Source: an optimization exercise on an open RTL-to-GDS flow (aim: small area and a short achievable clock period). Production flows keep margins and buffers that such runs may drop. RTL that was checked went through simulation tests only; none was proved equivalent to the original. Only the layout flow was run in run 7; the RTL was not checked for function there. Power and IR drop assume default switching activity.

### design.v
package types_pkg;
  typedef enum logic [1:0] {
    IDLE    = 2'd0,
    WAIT    = 2'd1,
    RESPOND = 2'd2
  } mem_resp_state_t;
  localparam int MEM_RESP_WAIT_DEFAULT = 2;
  localparam int MEM_RESP_DATA_W       = 16;
  localparam int MEM_RESP_ADDR_W       = 16;
  function automatic logic mem_resp_in_range(input logic [MEM_RESP_ADDR_W-1:0] addr,
                                             input int addr_bits);
    mem_resp_in_range = ((addr >> addr_bits) == {MEM_RESP_ADDR_W{1'b0}});
  endfunction
endpackage
module mem_resp_array
#(
  parameter int DATA_W = types_pkg::MEM_RESP_DATA_W
) (
  input  logic              clk,
  input  logic [7:0]        rlo,
  input  logic [7:0]        wlo,
  input  logic [7:0]        rd0,
  input  logic [7:0]        rd2,
  input  logic [7:0]        wr,
  input  logic              clr_n,    
  input  logic [DATA_W-1:0] wdata,
  output logic [DATA_W-1:0] rdata
);
  localparam int RINGS = 64;
  logic [DATA_W-1:0] s0_q  [RINGS];
  logic [DATA_W-1:0] s1_q  [RINGS];
  logic [DATA_W-1:0] s2_q  [RINGS];
  logic [DATA_W-1:0] s3_q  [RINGS];
  logic [DATA_W-1:0] s0_d  [RINGS];
  logic [RINGS-1:0]  t0, t2;
  logic [DATA_W-1:0] or4   [16];       
  logic [DATA_W-1:0] or8_n [8];        
  logic [DATA_W-1:0] or16  [4];        
  logic [DATA_W-1:0] or32_n [2];       
  for (genvar r = 0; r < RINGS; r++) begin : g_ring
    logic we, hold;
    assign we   = wr[r / 8] & wlo[r % 8];
    assign hold = clr_n & ~we;
    assign t0[r] = rd0[r / 8] & rlo[r % 8];
    assign t2[r] = rd2[r / 8] & rlo[r % 8];
    always_ff @(posedge clk) begin
      s0_q[r] <= s0_d[r];
      s1_q[r] <= s0_q[r];
      s2_q[r] <= s1_q[r];
      s3_q[r] <= s2_q[r];
    end
    for (genvar b = 0; b < DATA_W; b++) begin : g_bit
      mem_resp_ao22 u_entry (
        .a1(we), .a2(wdata[b]), .b1(hold), .b2(s3_q[r][b]), .y(s0_d[r][b])
      );
    end
  end
  for (genvar b = 0; b < DATA_W; b++) begin : g_tree
    for (genvar i = 0; i < 16; i++) begin : g_l2
      mem_resp_tap4 u_g (
        .t0(t0[4*i+3:4*i]), .t2(t2[4*i+3:4*i]),
        .a({s0_q[4*i+3][b], s0_q[4*i+2][b], s0_q[4*i+1][b], s0_q[4*i][b]}),
        .b({s2_q[4*i+3][b], s2_q[4*i+2][b], s2_q[4*i+1][b], s2_q[4*i][b]}),
        .y(or4[i][b])
      );
    end
    for (genvar i = 0; i < 8; i++) begin : g_l3
      mem_resp_nor2 u_g (.a(or4[2*i][b]), .b(or4[2*i+1][b]), .y(or8_n[i][b]));
    end
    for (genvar i = 0; i < 4; i++) begin : g_l4
      mem_resp_nand2 u_g (.a(or8_n[2*i][b]), .b(or8_n[2*i+1][b]), .y(or16[i][b]));
    end
    for (genvar i = 0; i < 2; i++) begin : g_l5
      mem_resp_nor2 u_g (.a(or16[2*i][b]), .b(or16[2*i+1][b]), .y(or32_n[i][b]));
    end
    mem_resp_nand2 u_l6 (.a(or32_n[0][b]), .b(or32_n[1][b]), .y(rdata[b]));
  end
endmodule
module mem_resp_ao22 (
  input  logic a1, a2, b1, b2,
  output logic y
);
  assign y = (a1 & a2) | (b1 & b2);
endmodule
module mem_resp_tap4 (
  input  logic [3:0] t0, t2, a, b,
  output logic       y
);
  assign y = |((t0 & a) | (t2 & b));
endmodule
module mem_resp_nand2 (
  input  logic a, b,
  output logic y
);
  assign y = ~(a & b);
endmodule
module mem_resp_nor2 (
  input  logic a, b,
  output logic y
);
  assign y = ~(a | b);
endmodule
module mem_responder
#(
  parameter int WAIT_CYCLES = types_pkg::MEM_RESP_WAIT_DEFAULT,
  parameter int ADDR_BITS   = 8
) (
  input  logic        clk,
  input  logic        rst,
  input  logic        req_valid,
  input  logic        req_write,
  input  logic [15:0] req_addr,
  input  logic [15:0] req_wdata,
  input  logic        halt_sys,
  output logic        req_ready,
  output logic        rsp_valid,
  output logic [15:0] rsp_rdata,
  output logic        busy,
  output logic        stall
);
  logic        busy_q, rsp_q, w1_q;
  logic [1:0]  ph_q;        
  logic [3:0]  clr_q;       
  logic        write_q;     
  logic        wpend_q;     
  logic        cap_q;       
  logic [7:0]  rd0_q, rd2_q, wr_q;
  logic [1:0]  slot_q;      
  logic [7:0]  hi_q, lo_q;  
  logic [7:0]  rlo_q, wlo_q;
  logic [15:0] rdata_q;
  logic        accept, land;
  logic        rd_d, cap_d, rd0_d, rd2_d, wpend_d, wr_d;
  logic [1:0]  slot_d;
  logic [7:0]  hi_d, lo_d, hi_n, lo_n;
  logic        hold_rdata;
  logic [15:0] tap_data;
  assign busy      = busy_q;
  assign rsp_valid = rsp_q;
  assign req_ready = !busy_q && !halt_sys && !rst;
  assign accept    = req_valid && req_ready;
  assign stall     = req_valid && !req_ready;
  assign rsp_rdata = rdata_q;
  assign land    = |wr_q;
  assign slot_d  = accept ? req_addr[1:0] + ph_q : slot_q + 2'd1;
  assign rd_d    = (accept && !req_write) || (w1_q && !write_q);
  assign cap_d   = rd_d && !slot_d[0];
  assign rd0_d   = cap_d && !slot_d[1];
  assign rd2_d   = cap_d && slot_d[1] && clr_q[1];
  assign wpend_d = (accept && req_write) || (wpend_q && !land);
  assign wr_d    = wpend_d && (slot_d == 2'd3);
  always_comb begin
    hi_d = '0;
    lo_d = '0;
    hi_d[req_addr[7:5]] = 1'b1;
    lo_d[req_addr[4:2]] = 1'b1;
  end
  assign hi_n = accept ? hi_d : hi_q;
  assign lo_n = accept ? lo_d : lo_q;
  assign hold_rdata = !(accept || cap_q);
  always_ff @(posedge clk or posedge rst) begin
    if (rst) begin
      busy_q  <= 1'b0;
      rsp_q   <= 1'b0;
      w1_q    <= 1'b0;
      ph_q    <= 2'd1;
      clr_q   <= 4'd0;
      wpend_q <= 1'b0;
      cap_q   <= 1'b0;
      wr_q    <= '0;
      rd0_q   <= '0;
      rd2_q   <= '0;
    end else begin
      busy_q  <= accept || (busy_q && !rsp_q);
      w1_q    <= accept;
      rsp_q   <= busy_q && !w1_q && !rsp_q;
      ph_q    <= ph_q + 2'd1;
      clr_q   <= {clr_q[2:0], 1'b1};
      wpend_q <= wpend_d;
      cap_q   <= cap_d;
      wr_q    <= hi_n & {8{wr_d}};
      rd0_q   <= hi_n & {8{rd0_d}};
      rd2_q   <= hi_n & {8{rd2_d}};
    end
  end
  always_ff @(posedge clk) begin
    slot_q  <= slot_d;
    rlo_q   <= lo_n & {8{rd0_d || rd2_d}};
    wlo_q   <= lo_n & {8{wr_d}};
    rdata_q <= ({16{accept}} & req_wdata) | tap_data | ({16{hold_rdata}} & rdata_q);
    if (accept) begin
      write_q <= req_write;
      hi_q    <= hi_d;
      lo_q    <= lo_d;
    end
  end
  mem_resp_array #(
    .DATA_W(16)
  ) u_array (
    .clk   (clk),
    .rlo   (rlo_q),
    .wlo   (wlo_q),
    .rd0   (rd0_q),
    .rd2   (rd2_q),
    .wr    (wr_q),
    .clr_n (clr_q[3]),
    .wdata (rdata_q),
    .rdata (tap_data)
  );
endmodule
### run.sh
#!/bin/bash
# synth_recipe.tcl (not shown) runs the flow's synth.tcl, then flattens the netlist and writes it again
# the make line also repeats each setting of config.mk as NAME=value (left out here)
make -C /OpenROAD-flow-scripts/flow DESIGN_CONFIG=/design/flow/config.mk WORK_HOME=/design/flow/orfs CLKGATE_MAP_FILE= SYNTH_SCRIPT=/design/flow/synth_recipe.tcl finish
### config.mk
export PLATFORM = sky130hd
export DESIGN_NAME = mem_responder
export DESIGN_NICKNAME = mem_responder
export VERILOG_FILES = /design/flow/design.v
export SDC_FILE = /design/flow/constraint.sdc
export NUM_CORES = 8
export LEC_CHECK = 0
export CAP_MARGIN = 20
export CORE_MARGIN = 2
export CORE_UTILIZATION = 65
export CTS_CLUSTER_DIAMETER = 100
export CTS_CLUSTER_SIZE = 30
export SETUP_SLACK_MARGIN = 3.0
export SLEW_MARGIN = 20
export SYNTH_HIERARCHICAL = 1
export SYNTH_MINIMUM_KEEP_SIZE = 0
### constraint.sdc
create_clock -name core_clock -period 6.0 [get_ports {clk}]
set_input_delay 1.2000 -clock core_clock [delete_from_list [all_inputs] [get_ports {clk}]]
set_output_delay 1.2000 -clock core_clock [all_outputs]
set_load 0.01 [all_outputs]
==> results of run 1 <==
==> metal layers <==
layer  wire, microns  GRT usage
met5              39          0
met4           11300      0.126
met1          126000      0.483
met3           23700     0.0674
met2          126000      0.507
==> cells in the final DEF (no fill, tap or decap), drive strengths merged, types with 4 or more instances in the layout <==
cell and count:
a22oi 1032, clkdlybuf4s50 27, a211o 16, buf 134, a222oi 24, xor2 4
diode 22, a21boi 64, nand2 115, inv 16, nand4 261, dfrtp 34
and2 194, a22o 1024, nor3b 18, dfxtp 4146, clkbuf 174, nand3 14
nor2 165, a221oi 8, dlygate4sd2 17, ha 9
==> repair_timing <==
item                                    CTS  global route
endpoints found under the setup margin   35            18
resized for setup                        57            32
setup buffers                            22             2
hold endpoints to repair                  0             0
pin swaps                                 1             2
==> flip-flops by register name, indices dropped and copies added, names as in the netlist <==
register	count
slot_q	2
cap_q	1
write_q	1
wlo_q	8
u_array.s0_q	1024
rd0_q	8
w1_q	1
u_array.s2_q	1024
ph_q	2
wr_q	8
rlo_q	8
rsp_q	1
rd2_q	8
wpend_q	1
rdata_q	16
u_array.s3_q	1024
clr_q	4
hi_q	8
lo_q	8
u_array.s1_q	1024
busy_q	1
==> stage by stage <==
step	util	hold slack, ns	instances	power [mW]
6_report	0.706	0.323	9718	43.9
5_1_grt	0.706	0.333	9697	44.9
4_1_cts	0.705	0.321	9693	43.9
3_5_place_dp	0.678	0.312	9491	31.2
3_3_place_gp	0.678	0.309	9491	31.2
2_1_floorplan	-	0.310	7208	29.5
==> layout make-up <==
class | instances | share of cell area
inverters | 10 | 0.000370
diodes | 22 | 0.000479
flip-flops and latches | 4182 | 0.731
clock buffers | 173 | 0.0362
clock inverters | 7 | 0.000632
repair buffers | 179 | 0.0133
multi-input cells | 2970 | 0.194
well taps | 2175 | 0.0237
==> per-module statistics from Yosys, one instance, submodules excluded, a selection <==
module / area, sq um / times used / flops+latches
mem_resp_ao22: 8.76 / 1024 / 0
mem_resp_nand2: 3.75 / 80 / 0
mem_resp_nor2: 3.75 / 160 / 0
mem_resp_tap4: 36.3 / 256 / 0
mem_responder: 3290 / 1 / 86
==> power breakdown <==
part	total [mW]	switching, mW	internal (mW)
Combinational	2.84	2.35	0.493
Clock	12.9	7.89	5.01
Sequential	28.1	0.261	27.9
==> worst max-delay path, stage by stage, from the launching register on <==
cell	delay, ns
sky130_fd_sc_hd__dfxtp_1	0.41
sky130_fd_sc_hd__buf_4	0.30
sky130_fd_sc_hd__and2_2	0.38
sky130_fd_sc_hd__a22oi_1	0.27
sky130_fd_sc_hd__nand4_1	0.23
sky130_fd_sc_hd__nor2_1	0.37
sky130_fd_sc_hd__nand2_1	0.17
sky130_fd_sc_hd__nor2_1	0.45
sky130_fd_sc_hd__nand2_1	0.13
sky130_fd_sc_hd__a211o_1	0.24
==> path summary, 6_finish.rpt <==
kind | from | endpoint | slack [ns] | cells after the start
min in group asynchronous | rst | busy_q | 0.57 | 2
worst min register to register | u_array.s1_q[23][12] | u_array.s2_q[23][12] | 0.32 | 0
max in group asynchronous | rst | clr_q[3] | 4.83 | 2
worst min-delay path | u_array.s1_q[23][12] | u_array.s2_q[23][12] | 0.32 | 0
worst max register to register | rlo_q[7] | rdata_q[0] | 2.92 | 9
worst max-delay path | rlo_q[7] | rdata_q[0] | 2.92 | 9
==> logic make-up (layout without fill, tap and decap cells) <==
logic type | Yosys count | in the layout | synth area share
compound gates | 2175 | 2175 | 0.167
xor+xnor | 7 | 7 | 0.000717
fa+ha+maj | 9 | 9 | 0.00106
buf+inv | 56 | 369 | 0.00336
flops | 4182 | 4182 | 0.789
mux | 1 | 1 | 0.000141
other cells | 1 | 23 | 0.0000353
simple gates | 777 | 777 | 0.0393
==> flow_summary.toml, run 1 <==
[power_and_ir_drop]
leakagePower_nw = 44.0
pwr_density_cell_nw_per_um2 = 382
power.ir.vdd_worst_mv = 0.357

[detailed_routing]
routedWlPerCell_microns = 29.5
drt.antenna.violating_nets = 0
drc = 0
finalWirelength_microns = 287000
detail_route.iter0.violations = 6324
avgViaCountPerCell = 6.35
dr_total_vias = 61700
drt-pass1-iter-count = 7

[placed_design]
post_dp_cell_area_sq_um = 110000
place_congestion = 0.839
dpl_worst_slack_ns = 2.17
hpwl_microns = 166000
portBuffers = 48

[worst_setup_path]
setup.worst_path.end_class = "register"
required_ns = 6.72
start_kind = "register"
critical_path_arrival_ns = 3.80
worst-path-max-fanout = 16
worstSetupPathType = "register to register"

[logic_synthesis]
synthesis.nets = 7254
mapped_cell_area_sq_um = 106000
synth_flop_cell = "sky130_fd_sc_hd__dfxtp_1"
synth.most_common_cell = "sky130_fd_sc_hd__dfxtp_1"
synth_sequential_area_ratio = 0.789
ys_ff_latch = 4182
postSynth.asyncResetShare = 0.00837
synth_cells = 7208
synthDistinctLibCells = 45
synth.yosys.warnings = 21
synth_top_cell_area_share = 0.780
average_cell_area_after_synthesis_sq_um = 14.8
ys_top_cells_by_count = "sky130_fd_sc_hd__dfxtp_1 (4146), sky130_fd_sc_hd__a22oi_1 (1032), sky130_fd_sc_hd__a22o_1 (1024), sky130_fd_sc_hd__nand4_1 (260), sky130_fd_sc_hd__and2_1 (194)"
synth_largest_area_cell = "sky130_fd_sc_hd__dfxtp_1"
synth-edff-count = 1
post_synth_main_area_contributors = "sky130_fd_sc_hd__dfxtp_1 (78%), sky130_fd_sc_hd__a22o_1 (8.4%), sky130_fd_sc_hd__a22oi_1 (7.3%)"

[timing]
unrepaired_setup_endpoints_after_global_routing = "true"
timing.final.hold_violations = 0
layout_worst_path_cycle_share = 0.513
finalCriticalPeriod_ns = 3.08
fin_ws_ns = 2.92
fin_skew_ns = 0.0263
finalSetupViolations = 0
timing_worst_slew_pin_value_ns = 1.18
setup_total_negative_slack_ns = 0
relSlewSlack = 0.208
maxClockFrequency_mhz = 325
number_of_pins_exceeding_their_max_slew_limit_in_the_final_report = 0

[floorplan]
core_region_area_sq_um = 163000
cell_row_count = 148
io-pin-count = 57
start_util = 0.654
die_area_sq_um = 167000
die_width_microns = 409
die-height_microns = 409

[global_routing]
antenna_found_initial = 21
overflow = 0
first_global_vias = 61000
grt_max_degree = 57
globalRouteTotalUtil = 0.337
grt_pass1_wl_microns = 415000

[clock_tree]
clk_path_buf_depth = 3
cts.root.buffer_cell = "sky130_fd_sc_hd__clkbuf_16"
tritoncts = "yes"
cts.sink_count = 4182
hold_buffers = 0
ctsHtreeMaxLevel = 4
cts_buffers = 157
clock_pin_slew_worst_setup_and_hold_paths_ns = 0.12
clock_insertion_delay_worst_skew_ns = 0.82

[cells_and_area]
layout-area-overhead-vs-synth_pct = 7.96
area_used_by_multi_input_combinational_logic_sq_um = 22300
drive_gt1_frac = 0.0536
fillerInstances = 11400
final_cell_area_sq_um = 115000
design.final.nets = 7546
sequential_cell_area_sq_um = 84000

[outcome]
status = "finished clean"

[worst_hold_path]
hold_class = "register to register"

[run]
cap_violations = 0
==> run 2, diff against run 1 <==
==> flow/run.sh (new file) <==
#!/bin/bash
# Layout flow: the standard flow (standard.sh), unchanged except that the port
# buffers that global placement inserts are plain buffers (buf_2, which repair may
# resize) instead of the library's delay cells. Each step's output goes to its own log.
set -euo pipefail
bash standard.sh synth > synth.log 2>&1
bash standard.sh "BUFFER_PORTS_ARGS=-buffer_cell sky130_fd_sc_hd__buf_2" finish > layout.log 2>&1
==> standard.sh (new file) <==
#!/bin/bash
# synth_recipe.tcl (not shown) runs the flow's synth.tcl, then flattens the netlist and writes it again
# the make line also repeats each setting of config.mk as NAME=value (left out here)
make -C /OpenROAD-flow-scripts/flow DESIGN_CONFIG=/design/flow/config.mk WORK_HOME=/design/flow/orfs CLKGATE_MAP_FILE= SYNTH_SCRIPT=/design/flow/synth_recipe.tcl "${@:-finish}"
--- a/config.mk
+++ b/config.mk
@@ -9,6 +9,6 @@
 export CORE_MARGIN = 2
-export CORE_UTILIZATION = 65
+export CORE_UTILIZATION = 82
 export CTS_CLUSTER_DIAMETER = 100
 export CTS_CLUSTER_SIZE = 30
-export SETUP_SLACK_MARGIN = 3.0
+export SETUP_SLACK_MARGIN = 3.3
 export SLEW_MARGIN = 20
removed: run.sh
==> flow_summary.toml, run 2 <==
[logic_synthesis]
synth_top_cell_area_share = 0.780
synth_simple_gate_area_frac = 0.0393
post_synth_main_area_contributors = "sky130_fd_sc_hd__dfxtp_1 (78%), sky130_fd_sc_hd__a22o_1 (8.4%), sky130_fd_sc_hd__a22oi_1 (7.3%)"
ys_ff_latch = 4182
synth_xor_xnor_area_share = 0.000717
yosys.area_share.adder = 0.00106
synth_sequential_area_ratio = 0.789
synthDistinctLibCells = 45
synthesis.nets = 7254
synth_cells = 7208
synth_largest_area_cell = "sky130_fd_sc_hd__dfxtp_1"
ys_top_cells_by_count = "sky130_fd_sc_hd__dfxtp_1 (4146), sky130_fd_sc_hd__a22oi_1 (1032), sky130_fd_sc_hd__a22o_1 (1024), sky130_fd_sc_hd__nand4_1 (260), sky130_fd_sc_hd__and2_1 (194)"
post_synth_mux_area_share = 0.000141
synth.most_common_cell = "sky130_fd_sc_hd__dfxtp_1"
average_cell_area_after_synthesis_sq_um = 14.8
combinational_family_with_the_most_area_after_synthesis = "compound AO/OA/AOI/OAI gates"
mapped_cell_area_sq_um = 106000
compound_gate_portion_of_the_synthesized_area = 0.167
synth_flop_cell = "sky130_fd_sc_hd__dfxtp_1"
synth-edff-count = 1
synth.yosys.warnings = 21
postSynth.asyncResetShare = 0.00837

[detailed_routing]
drc = 0
avgViaCountPerCell = 7.07
dr_total_vias = 65500
routedWlPerCell_microns = 32.7
drt-pass1-iter-count = 9
finalWirelength_microns = 303000
drt.antenna.violating_nets = 0
detail_route.iter0.violations = 8982

[worst_setup_path]
critical_path.slowest_cell = "sky130_fd_sc_hd__nor3_4"
worstSetupPathType = "input port to output pin"
worst-path-max-fanout = 2
startpoint = "rst"
start_kind = "input port"
reg2reg_from = "rd2_q[3]"
required_ns = 4.80
critical_path_arrival_ns = 1.73
timing.critical_path.slowest_cell_delay_ns = 0.22
path_cells = "buf_8 -> nor3_4 -> nor2b_2 -> buf_2"
setup.worst_path.end_class = "output pin"
timing.reg2reg.setup_slack_ns = 3.12

[cells_and_area]
layout-area-overhead-vs-synth_pct = 7.61
fillerInstances = 5400
layout_commonest_cell = "sky130_fd_sc_hd__dfxtp_1"
final_cell_mix = "sky130_fd_sc_hd__dfxtp_1 (4122), sky130_fd_sc_hd__a22oi_1 (1029), sky130_fd_sc_hd__a22o_1 (1024), sky130_fd_sc_hd__nand4_1 (260), sky130_fd_sc_hd__clkbuf_16 (164)"
design.final.nets = 7539
drive_gt1_frac = 0.0743

[worst_hold_path]
hold_class = "register to register"
startpoint_of_the_lowest_slack_hold_path = "u_array.s1_q[51][13]"

[power_and_ir_drop]
power_mw = 44.2
leakagePower_nw = 44.1
power.ir.vdd_worst_mv = 0.379
pwr_density_cell_nw_per_um2 = 386

[clock_tree]
cts_buffers = 157
cts.sink_count = 4182
clock_insertion_delay_worst_skew_ns = 0.83
clock_pin_slew_worst_setup_and_hold_paths_ns = 0.11
clk_path_buf_depth = 3
cts.root.buffer_cell = "sky130_fd_sc_hd__clkbuf_16"
tritoncts = "yes"
ctsHtreeMaxLevel = 4
hold_buffers = 0

[global_routing]
globalRouteTotalUtil = 0.447
antenna_found_initial = 27
first_global_vias = 66400
overflow = 0
grt_pass1_wl_microns = 436000
grt_max_degree = 58

[timing]
maxClockFrequency_mhz = 342
unrepaired_setup_endpoints_after_global_routing = "true"
layout_worst_path_cycle_share = 0.488
finalCriticalPeriod_ns = 2.93
timing_worst_slew_pin_value_ns = 1.17
finalSetupViolations = 0
timing.final.hold_violations = 0
fin_skew_ns = 0.0191
number_of_pins_exceeding_their_max_slew_limit_in_the_final_report = 0
setup_total_negative_slack_ns = 0
relSlewSlack = 0.222

[placed_design]
place_congestion = 0.875
hpwl_microns = 168000
portBuffers = 48

[floorplan]
io-pin-count = 57
die_width_microns = 364
core_region_area_sq_um = 129000
die_area_sq_um = 133000
die-height_microns = 364
start_util = 0.824
cell_row_count = 132

[run]
cap_violations = 0

[outcome]
status = "finished clean"
## run 2: repair_timing
action | 4_1_cts | 5_1_grt
setup buffers | 31 | 1
setup endpoints to repair | 32 | 107
pin swaps | 3 | 7
gates resized for setup | 168 | 99
## run 2: cells by family (layout without fill, tap and decap cells)
family | after synthesis | count (layout)
AOI/OAI and AO/OA | 2175 | 2175
other | 1 | 10
muxes | 1 | 1
DFF | 4182 | 4182
xor gates and xnor gates | 7 | 7
buffers and inverters | 56 | 361
and+or+nand+nor | 777 | 777
adders and majority gates | 9 | 9
## run 2: report_power, final
group	leakage, nW	internal [mW]	switching (mW)
logic	8.16	0.537	2.52
clock network	2.07	4.98	7.97
registers	33.9	27.9	0.306
total	44.1	33.4	10.8
## run 2: area by class of cell
type	count	area, sq um	share of cell area
multi-input combinational	2970	22600	0.198
timing repair buffer	172	1390	0.0121
inverter	10	45.0	0.000393
clock inverter	7	80.1	0.000700
antenna	9	22.5	0.000197
sequential	4182	84000	0.734
clock buffer	172	4130	0.0361
tap	1742	2180	0.0190
## run 2: worst paths after layout
path / endpoint / depth (start not counted)
setup / recovery: stall / 4
hold / removal: u_array.s2_q[51][13] / 0
setup reg to reg: rdata_q[3] / 8
hold reg to reg: u_array.s2_q[51][13] / 0
max in group asynchronous: clr_q[3] / 3
min in group asynchronous: busy_q / 3
## run 2: layer usage
metal	vias up	wire [microns]	track usage
met5	-	242	0
met4	34	19100	0.272
met3	1041	36900	0.127
met2	4629	132000	0.657
met1	32600	114000	0.593
li1	27300	-	-
## run 2: critical path: cells and delay by family
family	cells	cell delay, ns
AND/OR/NAND/NOR	2	0.29
buffers and inverters	2	0.24
## run 2: stage by stage
step	std cells	setup slack (ns)	cell area [sq um]	hold slack, ns	utilization
after global placement	9044	2.52	109000	0.310	0.846
after global routing	9255	3.06	114000	0.326	0.886
after CTS	9254	3.10	114000	0.322	0.884
after floorplan	7208	3.29	106000	0.310	-
after detailed placement	9044	2.47	109000	0.312	0.846
final	9264	3.07	114000	0.320	0.886
## run 2: modules after synthesis (local to each module, per instance), a selection
module | flops+latches | cells inside | copies in the design
mem_resp_ao22 | 0 | 1 | 1024
mem_resp_nor2 | 0 | 1 | 160
mem_resp_nand2 | 0 | 1 | 80
mem_resp_tap4 | 0 | 5 | 256
mem_responder | 86 | 281 | 1
==> run 3, diff against run 2 <==
--- a/config.mk
+++ b/config.mk
@@ -9,3 +9,3 @@
 export CORE_MARGIN = 2
-export CORE_UTILIZATION = 82
+export CORE_UTILIZATION = 75
 export CTS_CLUSTER_DIAMETER = 100
==> flow_summary.toml, run 3 <==
[outcome]
status = "finished clean"

[logic_synthesis]
average_cell_area_after_synthesis_sq_um = 14.8
synth_top_cell_area_share = 0.780
ys_ff_latch = 4182
synth.yosys.warnings = 21
synthDistinctLibCells = 45
synth-edff-count = 1
synth_largest_area_cell = "sky130_fd_sc_hd__dfxtp_1"
post_synth_main_area_contributors = "sky130_fd_sc_hd__dfxtp_1 (78%), sky130_fd_sc_hd__a22o_1 (8.4%), sky130_fd_sc_hd__a22oi_1 (7.3%)"
synth_sequential_area_ratio = 0.789
mapped_cell_area_sq_um = 106000
synth.most_common_cell = "sky130_fd_sc_hd__dfxtp_1"
postSynth.asyncResetShare = 0.00837
ys_top_cells_by_count = "sky130_fd_sc_hd__dfxtp_1 (4146), sky130_fd_sc_hd__a22oi_1 (1032), sky130_fd_sc_hd__a22o_1 (1024), sky130_fd_sc_hd__nand4_1 (260), sky130_fd_sc_hd__and2_1 (194)"
synth_cells = 7208
synthesis.nets = 7254
synth_flop_cell = "sky130_fd_sc_hd__dfxtp_1"

[timing]
unrepaired_setup_endpoints_after_global_routing = "true"
layout_worst_path_cycle_share = 0.480
finalCriticalPeriod_ns = 2.88
fin_skew_ns = 0.0312
timing.final.hold_violations = 0
timing_worst_slew_pin_value_ns = 1.13
maxClockFrequency_mhz = 347
setup_total_negative_slack_ns = 0
finalSetupViolations = 0
relSlewSlack = 0.239
number_of_pins_exceeding_their_max_slew_limit_in_the_final_report = 0

[cells_and_area]
sequential_cell_area_sq_um = 84000
area_used_by_multi_input_combinational_logic_sq_um = 22600
layout-area-overhead-vs-synth_pct = 7.69
layout_commonest_cell = "sky130_fd_sc_hd__dfxtp_1"
design.final.nets = 7536
drive_gt1_frac = 0.0724
final_cell_mix = "sky130_fd_sc_hd__dfxtp_1 (4122), sky130_fd_sc_hd__a22oi_1 (1028), sky130_fd_sc_hd__a22o_1 (1024), sky130_fd_sc_hd__nand4_1 (260), sky130_fd_sc_hd__clkbuf_16 (164)"
fillerInstances = 7983

[floorplan]
core_region_area_sq_um = 141000
io-pin-count = 57
die_area_sq_um = 145000
start_util = 0.753
die-height_microns = 381
die_width_microns = 381
cell_row_count = 138

[global_routing]
antenna_found_initial = 19
globalRouteTotalUtil = 0.381
overflow = 0
grt_max_degree = 57
first_global_vias = 62500
grt_pass1_wl_microns = 409000

[worst_setup_path]
startpoint = "rst"
reg2reg_from = "rlo_q[4]"
path_delay_family = "simple AND/OR/NAND/NOR gates"
critical_path.slowest_cell = "sky130_fd_sc_hd__nor3_4"
timing.critical_path.slowest_cell_delay_ns = 0.19
worstSetupPathType = "input port to output pin"
critical_path_arrival_ns = 1.68
required_ns = 4.80
start_kind = "input port"
worstPathBufferInverterCount = 2
path_cells = "buf_8 -> nor3_4 -> nor2b_2 -> buf_2"
setup.worst_path.end_class = "output pin"
worst-path-max-fanout = 2

[clock_tree]
ctsHtreeMaxLevel = 4
clock_insertion_delay_worst_skew_ns = 0.85
cts.root.buffer_cell = "sky130_fd_sc_hd__clkbuf_16"
hold_buffers = 0
tritoncts = "yes"
cts_buffers = 157
clock_pin_slew_worst_setup_and_hold_paths_ns = 0.11
cts.sink_count = 4182
clk_path_buf_depth = 3

[detailed_routing]
drt-pass1-iter-count = 7
drc = 0
avgViaCountPerCell = 6.61
dr_total_vias = 62200
routedWlPerCell_microns = 29.9
detail_route.iter0.violations = 6597
drt.antenna.violating_nets = 0
finalWirelength_microns = 281000

[placed_design]
portBuffers = 48
hpwl_microns = 163000
place_congestion = 0.899

[worst_hold_path]
hold_class = "register to register"
startpoint_of_the_lowest_slack_hold_path = "u_array.s1_q[30][5]"

[power_and_ir_drop]
power.ir.vdd_worst_mv = 0.397
power_mw = 43.9
leakagePower_nw = 44.1
pwr_density_cell_nw_per_um2 = 383

[run]
cap_violations = 0
run 3: per-layer routing:
| layer | vias up | global-route usage | routed length (microns) |
|---|---|---|---|
| met3 | 563 | 0.0937 | 27700 |
| li1 | 27300 | - | - |
| met1 | 31300 | 0.536 | 118000 |
| met2 | 3050 | 0.570 | 123000 |
| met5 | - | 0 | 180 |
| met4 | 28 | 0.158 | 12200 |
run 3: power breakdown:
group / internal (mW) / total, mW / switching [mW] / leakage [nW]
sequential: 27.9 / 28.2 / 0.297 / 33.9
clock: 4.99 / 12.8 / 7.84 / 2.07
combinational: 0.514 / 2.89 / 2.37 / 8.11
total: 33.4 / 43.9 / 10.5 / 44.1
run 3: area by class of cell:
type                            count  area share
Timing Repair Buffer              169      0.0116
Clock buffer                      174      0.0361
Clock inverter                      6    0.000721
Tap cell                         1890      0.0206
Inverter                           10    0.000437
Sequential cell                  4182       0.733
Antenna cell                        4   0.0000874
Multi-Input combinational cell   2970       0.197
run 3: worst reg2reg max path, stage by stage (launching register included):
cell and delay [ns]:
sky130_fd_sc_hd__dfxtp_2 0.47, sky130_fd_sc_hd__buf_4 0.28, sky130_fd_sc_hd__and2_2 0.35, sky130_fd_sc_hd__a22oi_1 0.29
sky130_fd_sc_hd__nand4_1 0.27, sky130_fd_sc_hd__nor2_2 0.28, sky130_fd_sc_hd__nand2_1 0.25, sky130_fd_sc_hd__nor2_4 0.29
sky130_fd_sc_hd__nand2_1 0.08, sky130_fd_sc_hd__a211o_1 0.22
run 3: what timing repair did:
item | in CTS | in global routing
gates resized for setup | 148 | 74
setup buffers | 29 | 0
setup endpoints to repair | 38 | 55
pin swaps | 7 | 3
endpoints found under the hold margin | 0 | 0
run 3: logic make-up (layout without fill, tap and decap cells):
group           Yosys count  count (layout)  synth area share
compound gates         2175            2175             0.167
simple gates            777             777            0.0393
other cells               1               5         0.0000353
xor+xnor                  7               7          0.000717
fa+ha+maj                 9               9           0.00106
mux                       1               1          0.000141
buf+inv                  56             359           0.00336
flops                  4182            4182             0.789
run 3: path summary, 6_finish.rpt:
path                                  endpoint  slack (ns)  cells after the start
hold / removal             u_array.s2_q[30][5]        0.32                      0
max in group asynchronous             clr_q[3]        4.65                      3
min in group asynchronous               busy_q        0.68                      3
setup / recovery                         stall        3.12                      4
hold reg to reg            u_array.s2_q[30][5]        0.32                      0
setup reg to reg                   rdata_q[11]        3.13                      9
run 3: per-module statistics from Yosys (local to each module, per instance), a selection:
module	cell area (sq um)	flip-flops and latches	cells	copies in the design
mem_resp_ao22	8.76	0	1	1024
mem_resp_tap4	36.3	0	5	256
mem_responder	3290	86	281	1
mem_resp_nor2	3.75	0	1	160
mem_resp_nand2	3.75	0	1	80
run 3: per-stage QoR:
stage / area (sq um) / hold WS, ns / setup slack (ns) / instances / util
3_3_place_gp: 109000 / 0.310 / 2.52 / 9192 / 0.775
2_1_floorplan: 106000 / 0.310 / 3.29 / 7208 / -
4_1_cts: 114000 / 0.320 / 3.07 / 9401 / 0.810
3_5_place_dp: 109000 / 0.312 / 2.49 / 9192 / 0.775
6_report: 115000 / 0.318 / 3.12 / 9405 / 0.811
5_1_grt: 115000 / 0.327 / 3.09 / 9401 / 0.811
==> run 4, diff against run 3 <==
--- a/config.mk
+++ b/config.mk
@@ -9,3 +9,3 @@
 export CORE_MARGIN = 2
-export CORE_UTILIZATION = 75
+export CORE_UTILIZATION = 65
 export CTS_CLUSTER_DIAMETER = 100
==> flow_summary.toml, run 4 <==
[detailed_routing]
routedWlPerCell_microns = 29.5
avgViaCountPerCell = 6.37
drt-pass1-iter-count = 12
detail_route.iter0.violations = 7271
drc = 0
drt.antenna.violating_nets = 0
finalWirelength_microns = 286000
dr_total_vias = 61700

[cells_and_area]
layout-area-overhead-vs-synth_pct = 8.13
final_cell_mix = "sky130_fd_sc_hd__dfxtp_1 (4122), sky130_fd_sc_hd__a22oi_1 (1029), sky130_fd_sc_hd__a22o_1 (1024), sky130_fd_sc_hd__nand4_1 (260), sky130_fd_sc_hd__clkbuf_16 (165)"
layout_commonest_cell = "sky130_fd_sc_hd__dfxtp_1"
drive_gt1_frac = 0.0752
design.final.nets = 7537

[placed_design]
hpwl_microns = 163000
dpl_worst_slack_ns = 2.45
place_congestion = 0.836
portBuffers = 48

[worst_hold_path]
hold_class = "register to register"
startpoint_of_the_lowest_slack_hold_path = "u_array.s1_q[52][1]"

[floorplan]
die-height_microns = 409
die_area_sq_um = 167000
die_width_microns = 409
start_util = 0.654
core_region_area_sq_um = 163000
io-pin-count = 57
cell_row_count = 148

[global_routing]
grt_max_degree = 57
grt_pass1_wl_microns = 412000
antenna_found_initial = 23
globalRouteTotalUtil = 0.335
overflow = 0
first_global_vias = 60400

[power_and_ir_drop]
power_mw = 44.2
leakagePower_nw = 44.1
power.ir.vdd_worst_mv = 0.408
pwr_density_cell_nw_per_um2 = 384

[worst_setup_path]
reg2reg_from = "rlo_q[2]"
setup.worst_path.end_class = "output pin"
worst-path-max-fanout = 3
worstSetupPathType = "input port to output pin"
critical_path_arrival_ns = 1.68
required_ns = 4.80
start_kind = "input port"
startpoint = "rst"

[outcome]
status = "finished clean"

[logic_synthesis]
synthDistinctLibCells = 45
synth_cells = 7208
ys_ff_latch = 4182
postSynth.asyncResetShare = 0.00837
synth_top_cell_area_share = 0.780
synth-edff-count = 1
synth_flop_cell = "sky130_fd_sc_hd__dfxtp_1"
post_synth_main_area_contributors = "sky130_fd_sc_hd__dfxtp_1 (78%), sky130_fd_sc_hd__a22o_1 (8.4%), sky130_fd_sc_hd__a22oi_1 (7.3%)"
synth_largest_area_cell = "sky130_fd_sc_hd__dfxtp_1"
mapped_cell_area_sq_um = 106000
synth.most_common_cell = "sky130_fd_sc_hd__dfxtp_1"
ys_top_cells_by_count = "sky130_fd_sc_hd__dfxtp_1 (4146), sky130_fd_sc_hd__a22oi_1 (1032), sky130_fd_sc_hd__a22o_1 (1024), sky130_fd_sc_hd__nand4_1 (260), sky130_fd_sc_hd__and2_1 (194)"
synth.yosys.warnings = 21
synthesis.nets = 7254
synth_sequential_area_ratio = 0.789
average_cell_area_after_synthesis_sq_um = 14.8

[clock_tree]
clock_insertion_delay_worst_skew_ns = 0.83
cts.root.buffer_cell = "sky130_fd_sc_hd__clkbuf_16"
ctsHtreeMaxLevel = 4
hold_buffers = 0
clk_path_buf_depth = 3
tritoncts = "yes"
clock_pin_slew_worst_setup_and_hold_paths_ns = 0.11
cts_buffers = 157
cts.sink_count = 4182

[timing]
timing_worst_slew_pin_value_ns = 1.15
unrepaired_setup_endpoints_after_global_routing = "true"
number_of_pins_exceeding_their_max_slew_limit_in_the_final_report = 0
layout_worst_path_cycle_share = 0.480
maxClockFrequency_mhz = 347
finalSetupViolations = 0
setup_total_negative_slack_ns = 0
relSlewSlack = 0.230
finalCriticalPeriod_ns = 2.88
fin_skew_ns = 0.0233
fin_ws_ns = 3.12
timing.final.hold_violations = 0

[run]
cap_violations = 0
run 4: cell count changes in the layout (fill, tap and decap cells not counted), moves of 6 or more:
cell                      before  now
sky130_fd_sc_hd__nor2_4       20   10
sky130_fd_sc_hd__and2_4       20   39
sky130_fd_sc_hd__nand2_2       4   10
sky130_fd_sc_hd__nand2_1     111  105
sky130_fd_sc_hd__nor2_1      125  104
sky130_fd_sc_hd__diode_2       4   10
sky130_fd_sc_hd__nor2_2       20   51
sky130_fd_sc_hd__and2_2       85   62
run 4: Yosys stat by module, one instance, submodules excluded, excerpt:
module          cells inside  cell area [sq um]  copies in the design  flops+latches
mem_responder            281               3290                     1             86
mem_resp_nand2             1               3.75                    80              0
mem_resp_ao22              1               8.76                  1024              0
mem_resp_nor2              1               3.75                   160              0
mem_resp_tap4              5               36.3                   256              0
run 4: path summary, 6_finish.rpt:
kind                                       end  slack (ns)  cells after the start
min                        u_array.s2_q[52][1]        0.33                      0
max                                      stall        3.12                      4
min reg2reg                u_array.s2_q[52][1]        0.33                      0
max in group asynchronous             clr_q[3]        4.72                      2
min in group asynchronous                rsp_q        0.56                      2
max reg2reg                         rdata_q[2]        3.24                      9
run 4: per-stage QoR:
stage           util  instances  area, sq um  hold WS, ns
3_5_place_dp   0.676       9477       110000        0.312
5_1_grt        0.707       9694       115000        0.334
6_report       0.707       9701       115000        0.326
2_1_floorplan      -       7208       106000        0.310
3_3_place_gp   0.675       9477       110000        0.310
4_1_cts        0.706       9690       115000        0.325
run 4: area by class of cell:
type | count | area (sq um)
Multi-Input combinational cell | 2970 | 22600
Clock inverter | 7 | 72.6
Sequential cell | 4182 | 84000
Clock buffer | 177 | 4170
Antenna cell | 10 | 25.0
Inverter | 10 | 45.0
Timing Repair Buffer | 170 | 1370
Fill cell | 11300 | 47600
Tap cell | 2175 | 2720
run 4: kinds of logic after synthesis:
family	after synthesis	synth area share
flip-flops	4182	0.789
AO/OA/AOI/OAI	2175	0.167
buffers and inverters	56	0.00336
other	1	0.0000353
XOR/XNOR	7	0.000717
multiplexers	1	0.000141
adder cells (fa/ha/maj)	9	0.00106
AND/OR/NAND/NOR	777	0.0393
run 4: worst max-delay path: stages:
cell and delay [ns]:
sky130_fd_sc_hd__buf_6 0.10, sky130_fd_sc_hd__nor3_4 0.19, sky130_fd_sc_hd__nor2b_2 0.05, sky130_fd_sc_hd__buf_2 0.13
run 4: timing repair:
| item | CTS | global route |
|---|---|---|
| pin swaps | 6 | 9 |
| endpoints found under the hold margin | 0 | 0 |
| buffers inserted | 29 | 1 |
| endpoints found under the setup margin | 139 | 47 |
| cloned | 0 | 0 |
| resized for setup | 168 | 80 |
run 4: power by group:
group	switching, mW	internal, mW	leakage, nW
clock	7.91	5.02	2.08
combinational	2.55	0.536	8.13
sequential	0.288	27.9	33.9
run 4: routing by layer:
layer / track usage / vias to the layer above / routed length (microns)
met5: 0 / - / 88
met4: 0.106 / 14 / 8400
met3: 0.0725 / 405 / 26800
met2: 0.482 / 2819 / 122000
met1: 0.505 / 31200 / 129000
li1: - / 27300 / -
==> run 5, diff against run 4 <==
--- a/config.mk
+++ b/config.mk
@@ -11,3 +11,3 @@
 export CTS_CLUSTER_DIAMETER = 100
-export CTS_CLUSTER_SIZE = 30
+export CTS_CLUSTER_SIZE = 32
 export SETUP_SLACK_MARGIN = 3.3
==> flow_summary.toml, run 5 <==
[worst_setup_path]
path_cells = "buf_6 -> nor3_4 -> nor2b_2 -> buf_2"
timing.critical_path.slowest_cell_delay_ns = 0.19
required_ns = 4.80
critical_path_arrival_ns = 1.68
critical_path.slowest_cell = "sky130_fd_sc_hd__nor3_4"
worstSetupPathType = "input port to output pin"
start_kind = "input port"
worstPathBufferInverterCount = 2
setup.worst_path.end_class = "output pin"
worst-path-max-fanout = 3
path_delay_family = "simple AND/OR/NAND/NOR gates"

[floorplan]
io-pin-count = 57
start_util = 0.654
cell_row_count = 148
die_area_sq_um = 167000
core_region_area_sq_um = 163000
die-height_microns = 409
die_width_microns = 409

[global_routing]
antenna_found_initial = 19
overflow = 0
grt_pass1_wl_microns = 411000
first_global_vias = 60200
grt_max_degree = 57
globalRouteTotalUtil = 0.333

[logic_synthesis]
synth_flop_cell = "sky130_fd_sc_hd__dfxtp_1"
synth_sequential_area_ratio = 0.789
synthesis.nets = 7254
postSynth.asyncResetShare = 0.00837
post_synth_main_area_contributors = "sky130_fd_sc_hd__dfxtp_1 (78%), sky130_fd_sc_hd__a22o_1 (8.4%), sky130_fd_sc_hd__a22oi_1 (7.3%)"
synth-edff-count = 1
average_cell_area_after_synthesis_sq_um = 14.8
ys_ff_latch = 4182
synth_top_cell_area_share = 0.780
synth_largest_area_cell = "sky130_fd_sc_hd__dfxtp_1"
synth.yosys.warnings = 21
ys_top_cells_by_count = "sky130_fd_sc_hd__dfxtp_1 (4146), sky130_fd_sc_hd__a22oi_1 (1032), sky130_fd_sc_hd__a22o_1 (1024), sky130_fd_sc_hd__nand4_1 (260), sky130_fd_sc_hd__and2_1 (194)"
synthDistinctLibCells = 45
synth_cells = 7208
synth.most_common_cell = "sky130_fd_sc_hd__dfxtp_1"
mapped_cell_area_sq_um = 106000

[power_and_ir_drop]
switching_share_of_total_power = 0.245
leakagePower_nw = 44.0
p_int_mw = 33.1
switchingPower_mw = 10.7
share_comb_of_total_power = 0.070
pwr_density_cell_nw_per_um2 = 382
sequentialPowerShare = 0.643
clkPwrFrac = 0.287
power.ir.vdd_worst_mv = 0.380

[placed_design]
post-place-cells = 9477
portBuffers = 48
hpwl_microns = 163000
place_congestion = 0.836

[clock_tree]
tritoncts = "yes"
cts.sink_count = 4182
cts.root.buffer_cell = "sky130_fd_sc_hd__clkbuf_16"
clk_path_buf_depth = 3
ctsHtreeMaxLevel = 4
clock_pin_slew_worst_setup_and_hold_paths_ns = 0.12
cts_buffers = 148
hold_buffers = 0
clock_insertion_delay_worst_skew_ns = 0.83

[timing]
finalCriticalPeriod_ns = 2.88
setup_total_negative_slack_ns = 0
layout_worst_path_cycle_share = 0.480
timing.final.hold_violations = 0
finalSetupViolations = 0
fin_skew_ns = 0.0277
maxClockFrequency_mhz = 347
relSlewSlack = 0.231
timing_worst_slew_pin_value_ns = 1.15
number_of_pins_exceeding_their_max_slew_limit_in_the_final_report = 0
unrepaired_setup_endpoints_after_global_routing = "true"

[cells_and_area]
fillerInstances = 11300
layout-area-overhead-vs-synth_pct = 7.88
design.final.nets = 7529
layout_commonest_cell = "sky130_fd_sc_hd__dfxtp_1"
instances_no_fill = 9693
final_cell_mix = "sky130_fd_sc_hd__dfxtp_1 (4122), sky130_fd_sc_hd__a22oi_1 (1025), sky130_fd_sc_hd__a22o_1 (1024), sky130_fd_sc_hd__nand4_1 (260), sky130_fd_sc_hd__clkbuf_16 (152)"
drive_gt1_frac = 0.0743

[detailed_routing]
drt.antenna.violating_nets = 0
detail_route.iter0.violations = 7356
avgViaCountPerCell = 6.34
routedWlPerCell_microns = 29.4
finalWirelength_microns = 285000
drt-pass1-iter-count = 6
drc = 0
dr_total_vias = 61400

[worst_hold_path]
hold_class = "register to register"

[run]
cap_violations = 0

[outcome]
status = "finished clean"
## run 5: modules after synthesis (local to each module, per instance), a selection
module / cells / cell area, sq um / times used
mem_responder: 281 / 3290 / 1
mem_resp_tap4: 5 / 36.3 / 256
mem_resp_ao22: 1 / 8.76 / 1024
mem_resp_nand2: 1 / 3.75 / 80
mem_resp_nor2: 1 / 3.75 / 160
## run 5: cell type report
cell class	count	area (sq um)	share of cell area
Clock buffer	163	3840	0.0335
Clock inverter	11	129	0.00112
Antenna cell	11	27.5	0.000240
Sequential cell	4182	84000	0.732
Tap cell	2175	2720	0.0237
Timing Repair Buffer	171	1380	0.0120
Inverter	10	45.0	0.000392
Multi-Input combinational cell	2970	22600	0.197
## run 5: power groups by stage
| stage | sequential [mW] | clock [mW] | combinational, mW |
|---|---|---|---|
| detailed placement | 29.2 | 0 | 1.92 |
| floorplan | 29.1 | 0 | 0.397 |
| global placement | 29.2 | 0 | 1.91 |
| global route | 28.2 | 13.6 | 3.05 |
| finish | 28.2 | 12.6 | 3.08 |
| CTS | 28.2 | 12.7 | 2.95 |
## run 5: cells by family after synthesis
| family | synth area share |
|---|---|
| adders and majority gates | 0.00106 |
| DFF | 0.789 |
| muxes | 0.000141 |
| other | 0.0000353 |
| buffers and inverters | 0.00336 |
| AOI/OAI and AO/OA | 0.167 |
| xor gates and xnor gates | 0.000717 |
| and+or+nand+nor | 0.0393 |
## run 5: per-stage QoR
stage / worst slack, ns / power (mW) / area (sq um) / utilization / hold WS (ns)
floorplan: 3.29 / 29.5 / 106000 / - / 0.310
global placement: 2.47 / 31.1 / 110000 / 0.675 / 0.310
detailed placement: 2.45 / 31.1 / 110000 / 0.676 / 0.312
CTS: 3.10 / 43.8 / 115000 / 0.704 / 0.319
global route: 3.06 / 44.8 / 115000 / 0.706 / 0.331
finish: 3.12 / 43.8 / 115000 / 0.706 / 0.319
## run 5: path summary, 6_finish.rpt
kind,startpoint,to,slack [ns],cells past startpoint
worst min register to register,u_array.s1_q[23][4],u_array.s2_q[23][4],0.32,0
worst max register to register,rlo_q[0],rdata_q[8],3.21,9
min in group asynchronous,rst,busy_q,0.54,2
worst max-delay path,rst,stall,3.12,4
worst min-delay path,u_array.s1_q[23][4],u_array.s2_q[23][4],0.32,0
max in group asynchronous,rst,clr_q[3],4.73,2
## run 5: what timing repair did
item,in CTS,in global routing
pin swaps,4,10
buffers inserted,29,2
setup endpoints to repair,146,45
gates resized for setup,170,82
## run 5: per-layer routing
metal,vias up,routed length [microns],part of all wire,global-route usage
met4,8,9040,0.032,0.105
met5,-,55,0.00019,0
li1,27200,-,-,-
met1,31100,131000,0.46,0.506
met2,2697,121000,0.42,0.480
met3,405,24400,0.086,0.0654
## run 5: worst register-to-register path: cells and delay by family (launching register included)
kind / cells / cell delay, ns
and+or+nand+nor: 6 / 1.44
DFF: 1 / 0.47
AOI/OAI and AO/OA: 2 / 0.48
buffers and inverters: 1 / 0.28
==> run 6, diff against run 5 <==
--- a/design.v
+++ b/design.v
@@ -121,2 +121,4 @@
   logic        busy_q, rsp_q, w1_q;
+  logic        idle_q;      
+  logic        free_n, valid_n;
   logic [1:0]  ph_q;        
@@ -141,3 +143,5 @@
   assign accept    = req_valid && req_ready;
-  assign stall     = req_valid && !req_ready;
+  mem_resp_nor2  u_free (.a(halt_sys), .b(rst), .y(free_n));
+  mem_resp_inv   u_vinv (.a(req_valid), .y(valid_n));
+  mem_resp_aoi21 u_stall (.a1(free_n), .a2(idle_q), .b1(valid_n), .y(stall));
   assign rsp_rdata = rdata_q;
@@ -163,2 +167,3 @@
       busy_q  <= 1'b0;
+      idle_q  <= 1'b1;
       rsp_q   <= 1'b0;
@@ -174,2 +179,3 @@
       busy_q  <= accept || (busy_q && !rsp_q);
+      idle_q  <= !(accept || (busy_q && !rsp_q));
       w1_q    <= accept;
@@ -210 +216,13 @@
 endmodule
+module mem_resp_inv (
+  input  logic a,
+  output logic y
+);
+  assign y = ~a;
+endmodule
+module mem_resp_aoi21 (
+  input  logic a1, a2, b1,
+  output logic y
+);
+  assign y = ~((a1 & a2) | b1);
+endmodule
--- a/config.mk
+++ b/config.mk
@@ -11,3 +11,3 @@
 export CTS_CLUSTER_DIAMETER = 100
-export CTS_CLUSTER_SIZE = 32
+export CTS_CLUSTER_SIZE = 30
 export SETUP_SLACK_MARGIN = 3.3
==> flow_summary.toml, run 6 <==
[timing]
unrepaired_setup_endpoints_after_global_routing = "true"
number_of_pins_exceeding_their_max_slew_limit_in_the_final_report = 0
maxClockFrequency_mhz = 359
finalSetupViolations = 0
timing.final.hold_violations = 0
setup_total_negative_slack_ns = 0
relSlewSlack = 0.205
timing_worst_slew_pin_value_ns = 1.19
layout_worst_path_cycle_share = 0.465
fin_skew_ns = 0.0312
finalCriticalPeriod_ns = 2.79

[floorplan]
die_width_microns = 409
start_util = 0.655
cell_row_count = 148
die_area_sq_um = 167000
io-pin-count = 57
die-height_microns = 409
core_region_area_sq_um = 163000

[cells_and_area]
final_cell_area_sq_um = 115000
final_cell_mix = "sky130_fd_sc_hd__dfxtp_1 (4123), sky130_fd_sc_hd__a22oi_1 (1031), sky130_fd_sc_hd__a22o_1 (1024), sky130_fd_sc_hd__nand4_1 (260), sky130_fd_sc_hd__clkbuf_16 (164)"
area_used_by_multi_input_combinational_logic_sq_um = 22700
design.final.nets = 7547
fillerInstances = 11400
post-route-util = 0.708
sequential_cell_area_sq_um = 84000
drive_gt1_frac = 0.0746
layout-area-overhead-vs-synth_pct = 8.12
layout_commonest_cell = "sky130_fd_sc_hd__dfxtp_1"

[worst_setup_path]
timing.reg2reg.setup_slack_ns = 3.24
rr_endpoint = "rdata_q[15]"
required_ns = 4.80
critical_path_arrival_ns = 1.59
reg2reg_from = "rlo_q[2]"
worst-path-max-fanout = 3
r2r_cells = 9
start_kind = "input port"
setup.worst_path.end_class = "output pin"
worstSetupPathType = "input port to output pin"

[detailed_routing]
drt-pass1-iter-count = 7
drc = 0
routedWlPerCell_microns = 29.1
avgViaCountPerCell = 6.30
finalWirelength_microns = 282000
detail_route.iter0.violations = 6253
drt.antenna.violating_nets = 0
dr_total_vias = 61100

[logic_synthesis]
synth.most_common_cell = "sky130_fd_sc_hd__dfxtp_1"
synthesis.nets = 7258
mapped_cell_area_sq_um = 106000
post_synth_main_area_contributors = "sky130_fd_sc_hd__dfxtp_1 (78%), sky130_fd_sc_hd__a22o_1 (8.4%), sky130_fd_sc_hd__a22oi_1 (7.3%)"
combinational_family_with_the_most_area_after_synthesis = "compound AO/OA/AOI/OAI gates"
synth_simple_gate_area_frac = 0.0393
synth_cells = 7212
synth_sequential_area_ratio = 0.789
synth_top_cell_area_share = 0.780
compound_gate_portion_of_the_synthesized_area = 0.167
ys_ff_latch = 4183
synth_flop_cell = "sky130_fd_sc_hd__dfxtp_1"
ys_top_cells_by_count = "sky130_fd_sc_hd__dfxtp_1 (4146), sky130_fd_sc_hd__a22oi_1 (1032), sky130_fd_sc_hd__a22o_1 (1024), sky130_fd_sc_hd__nand4_1 (260), sky130_fd_sc_hd__and2_1 (194)"
synth_largest_area_cell = "sky130_fd_sc_hd__dfxtp_1"
synth.yosys.warnings = 21
synth-edff-count = 1
synth_xor_xnor_area_share = 0.000717
yosys.area_share.adder = 0.00106
synthDistinctLibCells = 46
postSynth.asyncResetShare = 0.00861
post_synth_mux_area_share = 0.000141
average_cell_area_after_synthesis_sq_um = 14.8

[outcome]
status = "finished clean"

[clock_tree]
cts.root.buffer_cell = "sky130_fd_sc_hd__clkbuf_16"
clk_path_buf_depth = 3
hold_buffers = 0
cts.sink_count = 4183
clock_pin_slew_worst_setup_and_hold_paths_ns = 0.12
clock_insertion_delay_worst_skew_ns = 0.83
ctsHtreeMaxLevel = 4
cts_buffers = 157
tritoncts = "yes"

[global_routing]
antenna_found_initial = 19
grt_pass1_wl_microns = 408000
first_global_vias = 60600
overflow = 0
grt_max_degree = 57
globalRouteTotalUtil = 0.329

[worst_hold_path]
startpoint_of_the_lowest_slack_hold_path = "u_array.s1_q[56][3]"
hold_depth = 0
hold_class = "register to register"
min_delay_worst_endpoint = "u_array.s2_q[56][3]"

[run]
cap_violations = 0

[placed_design]
hpwl_microns = 164000
post_dp_cell_area_sq_um = 110000
place_congestion = 0.835
portBuffers = 48

[power_and_ir_drop]
pwr_density_cell_nw_per_um2 = 381
leakagePower_nw = 44.1
power.ir.vdd_worst_mv = 0.446
[run 6: timing repair]
| item | in CTS | in global routing |
|---|---|---|
| setup buffers | 22 | 1 |
| pin swaps | 16 | 13 |
| hold endpoints to repair | 0 | 0 |
| gates resized for setup | 148 | 83 |
| endpoints found under the setup margin | 67 | 45 |
[run 6: worst max-delay path by stage]
stage | from | depth (start not counted) | endpoint
after floorplan | halt_sys | 6 | wr_q[1]
after global placement | halt_sys | 6 | wlo_q[7]
after detailed placement | halt_sys | 6 | rd2_q[5]
after CTS | halt_sys | 3 | req_ready
after global routing | busy_q | 2 | req_ready
final | halt_sys | 4 | stall
[run 6: per-module statistics from Yosys (local to each module, per instance), excerpt]
| module | copies in the design | flip-flops and latches | cell area, sq um | cells |
|---|---|---|---|---|
| mem_resp_ao22 | 1024 | 0 | 8.76 | 1 |
| mem_resp_nand2 | 80 | 0 | 3.75 | 1 |
| mem_responder | 1 | 87 | 3320 | 282 |
| mem_resp_aoi21 | 1 | 0 | 8.76 | 1 |
| mem_resp_tap4 | 256 | 0 | 36.3 | 5 |
| mem_resp_nor2 | 161 | 0 | 3.75 | 1 |
| mem_resp_inv | 1 | 0 | 3.75 | 1 |
[run 6: critical path, cell delays in order]
cell	delay, ns
sky130_fd_sc_hd__buf_8	0.10
sky130_fd_sc_hd__nor2_4	0.10
sky130_fd_sc_hd__a21oi_2	0.05
sky130_fd_sc_hd__buf_2	0.13
[run 6: layer usage]
metal,vias to the layer above,global-route usage,share of wire,wire length (microns)
li1,27300,-,-,-
met1,30900,0.478,0.45,126000
met2,2445,0.498,0.44,123000
met3,439,0.0592,0.080,22500
met4,12,0.118,0.038,10700
met5,-,0,0.00026,72
[run 6: cell families (layout without fill, tap and decap cells)]
| group | count (synthesis) | after routing |
|---|---|---|
| AOI/OAI and AO/OA | 2176 | 2176 |
| and+or+nand+nor | 777 | 777 |
| other | 1 | 10 |
| xor gates and xnor gates | 7 | 7 |
| buffers and inverters | 58 | 368 |
| DFF | 4183 | 4183 |
| muxes | 1 | 1 |
| adders and majority gates | 9 | 9 |
[run 6: through the flow]
stage | total power, mW | setup WS, ns | hold WS (ns) | instances
global placement | 31.1 | 2.51 | 0.310 | 9494
floorplan | 29.5 | 3.37 | 0.310 | 7212
CTS | 43.9 | 3.21 | 0.321 | 9696
finish | 43.8 | 3.21 | 0.323 | 9706
global route | 44.9 | 3.16 | 0.325 | 9699
detailed placement | 31.1 | 2.52 | 0.312 | 9494
[run 6: area by class of cell]
type,instances,area share
Multi-Input combinational cell,2971,0.197
Tap cell,2175,0.0237
Timing Repair Buffer,176,0.0119
Clock buffer,173,0.0360
Clock inverter,7,0.000696
Antenna cell,9,0.000196
Inverter,12,0.000457
Sequential cell,4183,0.730
[run 6: power breakdown]
part           switching [mW]  internal (mW)
registers               0.291           27.9
clock network            7.90           4.98
logic                    2.30          0.482
==> run 7, diff against run 6 <==
--- a/design.v
+++ b/design.v
@@ -19,3 +19,4 @@
   input  logic              clk,
-  input  logic [7:0]        rlo,
+  input  logic [7:0]        rlo0,
+  input  logic [7:0]        rlo2,
   input  logic [7:0]        wlo,
@@ -26,3 +27,4 @@
   input  logic [DATA_W-1:0] wdata,
-  output logic [DATA_W-1:0] rdata
+  output logic [DATA_W-1:0] rdata_n0,
+  output logic [DATA_W-1:0] rdata_n1
 );
@@ -43,4 +45,4 @@
     assign hold = clr_n & ~we;
-    assign t0[r] = rd0[r / 8] & rlo[r % 8];
-    assign t2[r] = rd2[r / 8] & rlo[r % 8];
+    assign t0[r] = rd0[r / 8] & rlo0[r % 8];
+    assign t2[r] = rd2[r / 8] & rlo2[r % 8];
     always_ff @(posedge clk) begin
@@ -75,4 +77,5 @@
     end
-    mem_resp_nand2 u_l6 (.a(or32_n[0][b]), .b(or32_n[1][b]), .y(rdata[b]));
-  end
+  end
+  assign rdata_n0 = or32_n[0];
+  assign rdata_n1 = or32_n[1];
 endmodule
@@ -131,3 +134,3 @@
   logic [7:0]  hi_q, lo_q;  
-  logic [7:0]  rlo_q, wlo_q;
+  logic [7:0]  rlo0_q, rlo2_q, wlo_q;
   logic [15:0] rdata_q;
@@ -138,3 +141,4 @@
   logic        hold_rdata;
-  logic [15:0] tap_data;
+  logic [15:0] tap_n0, tap_n1;
+  logic [15:0] keep_n;
   assign busy      = busy_q;
@@ -164,2 +168,9 @@
   assign hold_rdata = !(accept || cap_q);
+  logic [15:0] rdata_d;
+  for (genvar b = 0; b < 16; b++) begin : g_rd
+    mem_resp_aoi22 u_keep (
+      .a1(accept), .a2(req_wdata[b]), .b1(hold_rdata), .b2(rdata_q[b]), .y(keep_n[b])
+    );
+    mem_resp_nand3 u_d (.a(tap_n0[b]), .b(tap_n1[b]), .c(keep_n[b]), .y(rdata_d[b]));
+  end
   always_ff @(posedge clk or posedge rst) begin
@@ -193,5 +204,6 @@
     slot_q  <= slot_d;
-    rlo_q   <= lo_n & {8{rd0_d || rd2_d}};
+    rlo0_q  <= lo_n & {8{rd0_d}};
+    rlo2_q  <= lo_n & {8{rd2_d}};
     wlo_q   <= lo_n & {8{wr_d}};
-    rdata_q <= ({16{accept}} & req_wdata) | tap_data | ({16{hold_rdata}} & rdata_q);
+    rdata_q <= rdata_d;
     if (accept) begin
@@ -206,3 +218,4 @@
     .clk   (clk),
-    .rlo   (rlo_q),
+    .rlo0  (rlo0_q),
+    .rlo2  (rlo2_q),
     .wlo   (wlo_q),
@@ -213,3 +226,4 @@
     .wdata (rdata_q),
-    .rdata (tap_data)
+    .rdata_n0(tap_n0),
+    .rdata_n1(tap_n1)
   );
@@ -228 +242,13 @@
 endmodule
+module mem_resp_nand3 (
+  input  logic a, b, c,
+  output logic y
+);
+  assign y = ~(a & b & c);
+endmodule
+module mem_resp_aoi22 (
+  input  logic a1, a2, b1, b2,
+  output logic y
+);
+  assign y = ~((a1 & a2) | (b1 & b2));
+endmodule
==> flow_summary.toml, run 7 <==
[worst_setup_path]
timing.critical_path.slowest_cell_delay_ns = 0.16
start_kind = "input port"
worst-path-max-fanout = 3
reg2reg_from = "rlo0_q[0]"
required_ns = 4.80
startpoint = "halt_sys"
setup.worst_path.end_class = "output pin"
path_cells = "buf_6 -> nor3_4 -> buf_2"
worstSetupPathType = "input port to output pin"
worst_setup_endpoint = "req_ready"
critical_path_arrival_ns = 1.62
r2r_cells = 7
timing.reg2reg.setup_slack_ns = 3.22
rr_endpoint = "rdata_q[3]"
critical_path.slowest_cell = "sky130_fd_sc_hd__nor3_4"

[global_routing]
globalRouteTotalUtil = 0.340
grt_max_degree = 48
antenna_found_initial = 29
grt_pass1_wl_microns = 417000
overflow = 0
first_global_vias = 60300

[logic_synthesis]
ys_top_cells_by_count = "sky130_fd_sc_hd__dfxtp_1 (4154), sky130_fd_sc_hd__a22oi_1 (1038), sky130_fd_sc_hd__a22o_1 (1024), sky130_fd_sc_hd__nand4_1 (256), sky130_fd_sc_hd__nor2_1 (217)"
synthDistinctLibCells = 40
mapped_cell_area_sq_um = 106000
synth_cells = 7180
synth_largest_area_cell = "sky130_fd_sc_hd__dfxtp_1"
synth_top_cell_area_share = 0.783
postSynth.asyncResetShare = 0.00859
synth-edff-count = 1
synth.yosys.warnings = 21
synth_flop_cell = "sky130_fd_sc_hd__dfxtp_1"
synthesis.nets = 7226
post_synth_main_area_contributors = "sky130_fd_sc_hd__dfxtp_1 (78%), sky130_fd_sc_hd__a22o_1 (8.4%), sky130_fd_sc_hd__a22oi_1 (7.3%)"
synth.most_common_cell = "sky130_fd_sc_hd__dfxtp_1"
average_cell_area_after_synthesis_sq_um = 14.8
ys_ff_latch = 4191
synth_sequential_area_ratio = 0.791

[floorplan]
cell_row_count = 148
start_util = 0.654
core_region_area_sq_um = 163000
die_area_sq_um = 167000
die_width_microns = 408
die-height_microns = 408
io-pin-count = 57

[outcome]
status = "finished clean"

[clock_tree]
hold_buffers = 0
cts.root.buffer_cell = "sky130_fd_sc_hd__clkbuf_16"
clock_insertion_delay_worst_skew_ns = 0.84
ctsHtreeMaxLevel = 4
cts_buffers = 157
cts.sink_count = 4191
tritoncts = "yes"
clock_pin_slew_worst_setup_and_hold_paths_ns = 0.11
clk_path_buf_depth = 3

[power_and_ir_drop]
leakagePower_nw = 44.0
switchingPower_mw = 11.0
power_mw = 44.6
power.ir.vdd_worst_mv = 0.483
clkPwrFrac = 0.291
sequentialPowerShare = 0.634
p_int_mw = 33.6
switching_share_of_total_power = 0.247
share_comb_of_total_power = 0.076
pwr_density_cell_nw_per_um2 = 388

[timing]
timing.final.hold_violations = 0
timing_worst_slew_pin_value_ns = 1.16
finalSetupViolations = 0
number_of_pins_exceeding_their_max_slew_limit_in_the_final_report = 0
layout_worst_path_cycle_share = 0.470
finalCriticalPeriod_ns = 2.82
min_hold_slack_ns = 0.320
unrepaired_setup_endpoints_after_global_routing = "true"
relSlewSlack = 0.226
fin_skew_ns = 0.0324
setup_total_negative_slack_ns = 0
maxClockFrequency_mhz = 354

[detailed_routing]
routedWlPerCell_microns = 29.9
finalWirelength_microns = 291000
drc = 0
drt-pass1-iter-count = 6
avgViaCountPerCell = 6.35
detail_route.iter0.violations = 6535
drt.antenna.violating_nets = 0
dr_total_vias = 61700

[worst_hold_path]
hold_class = "register to register"

[cells_and_area]
final_cell_area_sq_um = 115000
fillerInstances = 11300
final_cell_mix = "sky130_fd_sc_hd__dfxtp_1 (4127), sky130_fd_sc_hd__a22oi_1 (1038), sky130_fd_sc_hd__a22o_1 (1024), sky130_fd_sc_hd__nand4_1 (256), sky130_fd_sc_hd__nor2_1 (203)"
post-route-util = 0.707
layout_commonest_cell = "sky130_fd_sc_hd__dfxtp_1"
layout-area-overhead-vs-synth_pct = 8.13
drive_gt1_frac = 0.0669
design.final.nets = 7536

[placed_design]
hpwl_microns = 166000
post_dp_cell_area_sq_um = 110000
place_congestion = 0.849
portBuffers = 48

[run]
cap_violations = 0
## run 7: cells by family (layout without fill, tap and decap cells)
group,count (synthesis),count (layout),synth area share
other cells,1,28,0.0000353
xor+xnor,6,6,0.000624
compound gates,2151,2151,0.165
fa+ha+maj,9,9,0.00106
mux,2,2,0.000341
flops,4191,4191,0.791
simple gates,764,764,0.0384
buf+inv,56,392,0.00327
## run 7: metrics by stage
stage	worst slack (ns)	instances
finish	3.18	9718
global placement	2.64	9477
CTS	3.19	9689
detailed placement	2.61	9477
floorplan	3.19	7180
global route	3.16	9696
## run 7: timing repair
| action | in CTS | in global routing |
|---|---|---|
| pin swaps | 1 | 5 |
| cloned | 0 | 0 |
| hold endpoints to repair | 0 | 0 |
| endpoints found under the setup margin | 40 | 149 |
| gates resized for setup | 89 | 38 |
| setup buffers | 27 | 2 |
## run 7: worst min-delay path by stage
stage	from	endpoint	slack, ns	cells after the start
5_1_grt	u_array.s1_q[17][3]	u_array.s2_q[17][3]	0.33	0
4_1_cts	u_array.s1_q[9][0]	u_array.s2_q[9][0]	0.32	0
3_5_place_dp	u_array.s1_q[13][9]	u_array.s2_q[13][9]	0.31	0
6_report	u_array.s1_q[27][14]	u_array.s2_q[27][14]	0.32	0
2_1_floorplan	u_array.s1_q[0][0]	u_array.s2_q[0][0]	0.31	0
3_3_place_gp	u_array.s1_q[16][6]	u_array.s2_q[16][6]	0.31	0
## run 7: final cells by class
| type | count | area, sq um | share of cell area |
|---|---|---|---|
| multi-input cells | 2933 | 22100 | 0.192 |
| inverters | 27 | 128 | 0.00111 |
| flip-flops and latches | 4191 | 84200 | 0.733 |
| diodes | 27 | 67.6 | 0.000588 |
| clock buffers | 179 | 4200 | 0.0366 |
| well taps | 2175 | 2720 | 0.0237 |
| repair buffers | 180 | 1470 | 0.0128 |
| clock inverters | 6 | 62.6 | 0.000544 |
## run 7: power groups by stage
| stage | sequential, mW | combinational, mW | clock [mW] |
|---|---|---|---|
| floorplan | 29.3 | 0.445 | 0 |
| global placement | 29.4 | 2.17 | 0 |
| detailed placement | 29.4 | 2.18 | 0 |
| CTS | 28.3 | 3.27 | 13.0 |
| global route | 28.3 | 3.36 | 14.0 |
| finish | 28.3 | 3.37 | 13.0 |
## run 7: worst max-delay path, delay by kind of cell
| kind | cells | cell delay (ns) |
|---|---|---|
| buffers and inverters | 2 | 0.26 |
| AND/OR/NAND/NOR | 1 | 0.16 |
## run 7: routing by layer
layer  track usage  vias up  part of all wire
met3        0.0740      507             0.089
met5             0        -           0.00046
met1         0.503    31200              0.45
met2         0.499     2771              0.43
met4         0.114       20             0.033
li1              -    27200                 -
## run 7: per-module statistics from Yosys (local to each module, per instance), excerpt
module          cell area, sq um  times used  cells  flip-flops and latches
mem_resp_ao22               8.76        1024      1                       0
mem_resp_aoi21              8.76           1      1                       0
mem_resp_aoi22              12.5          16      1                       0
mem_resp_inv                3.75           1      1                       0
mem_resp_nand2              3.75          64      1                       0
mem_resp_nand3              5.00          16      1                       0
mem_resp_nor2               3.75         161      1                       0
mem_resp_tap4               36.3         256      5                       0
mem_responder               2980           1    242                      95

==> re-timing with driven ports <==
No port has a modelled driver above. Below, the same layouts with a new extraction and two added sets of constraints.
Step 1, drivers: a clkbuf_16 drives clk and a buf_2 each remaining input, both assumed.
Step 2, shift: input delay + t, output delay - t, t = (earliest + latest rising clock arrival at the registers) / 2. This alone moves slack from input paths to output paths.
a / b / c = ideal ports / drivers / drivers and shift; a / b = the first two.
| run | shift t [ns] | slack for setup (ns) |
|---|---|---|
| run 1 | 0.900 | 2.924 / 2.924 / 2.385 |
| run 2 | 0.907 | 3.072 / 3.019 / 2.533 |
| run 3 | 0.919 | 3.122 / 3.082 / 2.627 |
| run 4 | 0.901 | 3.120 / 3.081 / 2.666 |
| run 5 | 0.899 | 3.120 / 3.065 / 2.654 |
| run 6 | 0.901 | 3.212 / 3.172 / 2.486 |
| run 7 | 0.915 | 3.178 / 3.147 / 2.703 |
After both steps every run listed still meets setup and hold.
